Background: an optimization exercise with open tools, aiming at small area, a short achievable clock period and few clock cycles per item. Do not read the settings as production practice. In this exercise RTL edits were held to simulation tests only and were not proved equivalent to the original. No activity file was given, so power comes from the tool's default toggle rates.

Setup of north:
Design exu_top, start of the top module:
module exu_top
(
	input  logic                    clk,
	input  logic                    arst_n_i,
	input  logic                    req_valid_i,
	input  logic [5-1:0]    req_op_i,
	input  logic [32-1:0]    req_opa_i,
	input  logic [32-1:0]    req_opb_i,
	input  logic [5-1:0]  req_rd_i,
	output logic                    wb_valid_o,
	output logic [5-1:0]  wb_rd_o,
	output logic                    wb_we_o,
	output logic [32-1:0]    wb_data_o,
	output logic                    busy_o
);
Settings: LEC_CHECK=0, ABC_AREA=1, CAP_MARGIN=20, CORE_MARGIN=2, CORE_UTILIZATION=40, SLEW_MARGIN=20; clock period 24.0 ns.
standard.sh (not shown) runs the stock make flow with config.mk's settings and CLKGATE_MAP_FILE= SYNTH_SCRIPT=/design/flow/synth_recipe.tcl, a recipe that flattens the netlist after the stock synthesis.
==> flow/flow/run.sh <==
#!/bin/bash
# Layout flow: the standard layout (standard.sh, which runs the standard
# synthesis unchanged) at the design's clock and constraints, with two
# changes to how the layout is optimised:
#  - the input and output port buffers are a plain sky130_fd_sc_hd__buf_4
#    rather than the delay buffer buffer_ports picks by itself (every port
#    still gets its own buffer);
#  - repair_timing keeps working until the setup slack is 18 ns, that is
#    until paths fit in about 6 ns, instead of stopping at any positive slack.
set -euo pipefail
cd "$(dirname "$0")/.."
bash standard.sh \
	"BUFFER_PORTS_ARGS=-buffer_cell sky130_fd_sc_hd__buf_4" \
	SETUP_SLACK_MARGIN=18 \
	finish > standard.log 2>&1
north went all the way through the flow, and no timing, DRC or antenna check failed.
Testbench counts of north, summed over its fixed seeds: cycles 25,600, ops 24,016.
--- input diff north..south ---
--- a/flow/design.v
+++ b/flow/design.v
@@ -81,19 +81,18 @@
 (
 	input  logic          clk,
 	input  logic          arst_n_i,
 	input  logic          div_wr_hi_i,
 	input  logic          div_wr_lo_i,
 	input  logic [31:0]   div_hi_i,
 	input  logic [31:0]   div_lo_i,
 	input  logic          mul_wr_i,
 	input  logic [31:0]   mul_hi_i,
-	input  logic [31:0]   mul_lo_i,
 	input  logic          hi_we_i,
 	input  logic          lo_we_i,
 	input  logic [31:0]   hi_i,
 	input  logic [31:0]   lo_i,
 	output exu_pkg::exu_hilo_t     hilo_o
 );
 	exu_pkg::exu_hilo_t hilo_q;
 	always_ff @(posedge clk or negedge arst_n_i)
 	begin
@@ -107,20 +106,18 @@
 				hilo_q.hi <= hi_i;
 			else if (div_wr_hi_i)
 				hilo_q.hi <= div_hi_i;
 			else if (mul_wr_i)
 				hilo_q.hi <= mul_hi_i;
 			if (lo_we_i)
 				hilo_q.lo <= lo_i;
 			else if (div_wr_lo_i)
 				hilo_q.lo <= div_lo_i;
-			else if (mul_wr_i)
-				hilo_q.lo <= mul_lo_i;
 		end
 	end
 	assign hilo_o = hilo_q;
 endmodule
 import exu_pkg::*;
 module exu_alu
 (
 	input  exu_pkg::exu_op_e       op_i,
 	input  logic [32-1:0]   opa_i,
@@ -1613,19 +1610,18 @@
 	exu_pkg::exu_hilo_t hilo;
 	exu_pkg::exu_hilo_t hilo_cur;
 	logic [XLEN:0]      prod_lo;
 	logic [XLEN-1:0]    wb_data_d;
 	assign prod_lo = {1'b0, mul_s[13:0], ms2_q[17:0]} + {1'b0, mul_c[13:0], mc2_q[17:0]};
 	logic               mlt3_q;
 	logic [XLEN-1:0]    hs3_q;
 	logic [XLEN-1:0]    hc3_q;
 	logic               cy3_q;
-	logic [XLEN-1:0]    lo3_q;
 	always_ff @(posedge clk or negedge arst_n_i)
 	begin
 		if (!arst_n_i)
 			mlt3_q <= 1'b0;
 		else
 			mlt3_q <= v2_q && mult2_q;
 	end
 	logic [XLEN-1:0]    mul_hi;
 	exu_add #(.W(XLEN)) i_add_mul_hi
@@ -1635,19 +1631,18 @@
 		.c_i  (cy3_q),
 		.s_o  (mul_hi),
 		.c_o  ()
 	);
 	always_ff @(posedge clk)
 	begin
 		hs3_q <= mul_s[45:14];
 		hc3_q <= mul_c[45:14];
 		cy3_q <= prod_lo[XLEN];
-		lo3_q <= prod_lo[XLEN-1:0];
 	end
 	assign hilo_cur.hi = div_wr_hi ? div_hi : hilo.hi;
 	assign hilo_cur.lo = div_wr_lo ? div_lo : hilo.lo;
 	always_comb
 	begin
 		if (mul2_q)
 			wb_data_d = prod_lo[XLEN-1:0];
 		else if (mfhi2_q)
 			wb_data_d = hilo_cur.hi;
@@ -1660,23 +1655,22 @@
 	(
 		.clk       (clk),
 		.arst_n_i  (arst_n_i),
 		.div_wr_hi_i (div_wr_hi),
 		.div_wr_lo_i (div_wr_lo),
 		.div_hi_i  (div_hi),
 		.div_lo_i  (div_lo),
 		.mul_wr_i  (mlt3_q),
 		.mul_hi_i  (mul_hi),
-		.mul_lo_i  (lo3_q),
 		.hi_we_i   (v2_q && mthi2_q),
-		.lo_we_i   (v2_q && mtlo2_q),
+		.lo_we_i   (v2_q && (mtlo2_q || mult2_q)),
 		.hi_i      (res2_q),
-		.lo_i      (res2_q),
+		.lo_i      (mult2_q ? prod_lo[XLEN-1:0] : res2_q),
 		.hilo_o    (hilo)
 	);
 	always_ff @(posedge clk or negedge arst_n_i)
 	begin
 		if (!arst_n_i)
 			wb_valid_o <= 1'b0;
 		else
 			wb_valid_o <= v2_q && gpr2_q;
 	end
==> results.txt <==
south completed; timing, DRC and antenna clean
Note that the wire length of the first global-routing pass recorded for north amounts to 1.05 times the value seen in south.
Compared with north, in south net switching component of the power lower, flip-flop and latch count has decreased, sum of routed wire length over all layers went down by 4.6%.
south vs north — number of global-route vias before repair dropped by a few percent
Of south and north, north shows the higher total standard cell area after synthesis, with south below it.
Net count of the mapped netlist sits lower in south than in north.
Compared with north, south shows a lower total power.
For the worst-case reg-to-reg path depth, south came in 17 lower than north did.
In the tables for south and north, insertion delay to the later sink of the worst-skew pair reads lower with south.
south vs north, synthesized area per cell went up by about 0.9%.
Testbench counts of south, summed over its fixed seeds: cycles 25,600, ops 24,016.

## static timing again, ports no longer ideal
The results above use ideal ports. As a check the final layouts listed here were re-extracted and re-timed, cells and wires unchanged.
Step 1, drivers: a clkbuf_16 drives clk and a buf_2 each remaining input, both assumed.
Step 2 moves the port delays by t, midway between the first and last clock arrival at a register: inputs arrive t later, outputs are due t later. That takes back most of the time a late clock gives input paths.
a / b / c = ideal / step 1 / step 2; a / b = the first two.
| run | shift t [ns] | setup WS [ns] | worst setup path after step 2 | worst register clock-pin slew, ns | pins driven straight from the clock port |
|---|---|---|---|---|---|
| north | 0.759 | 17.932 / 17.849 / 17.753 | input to register | 0.07 / 0.07 | 1 |
| south | 0.738 | 17.968 / 17.890 / 17.546 | input to register | 0.08 / 0.08 | 1 |
After both steps setup and hold are still met in every run listed. The setup slack of south, which loses most, moves by -0.078 ns with the drivers and by -0.422 ns with both steps.
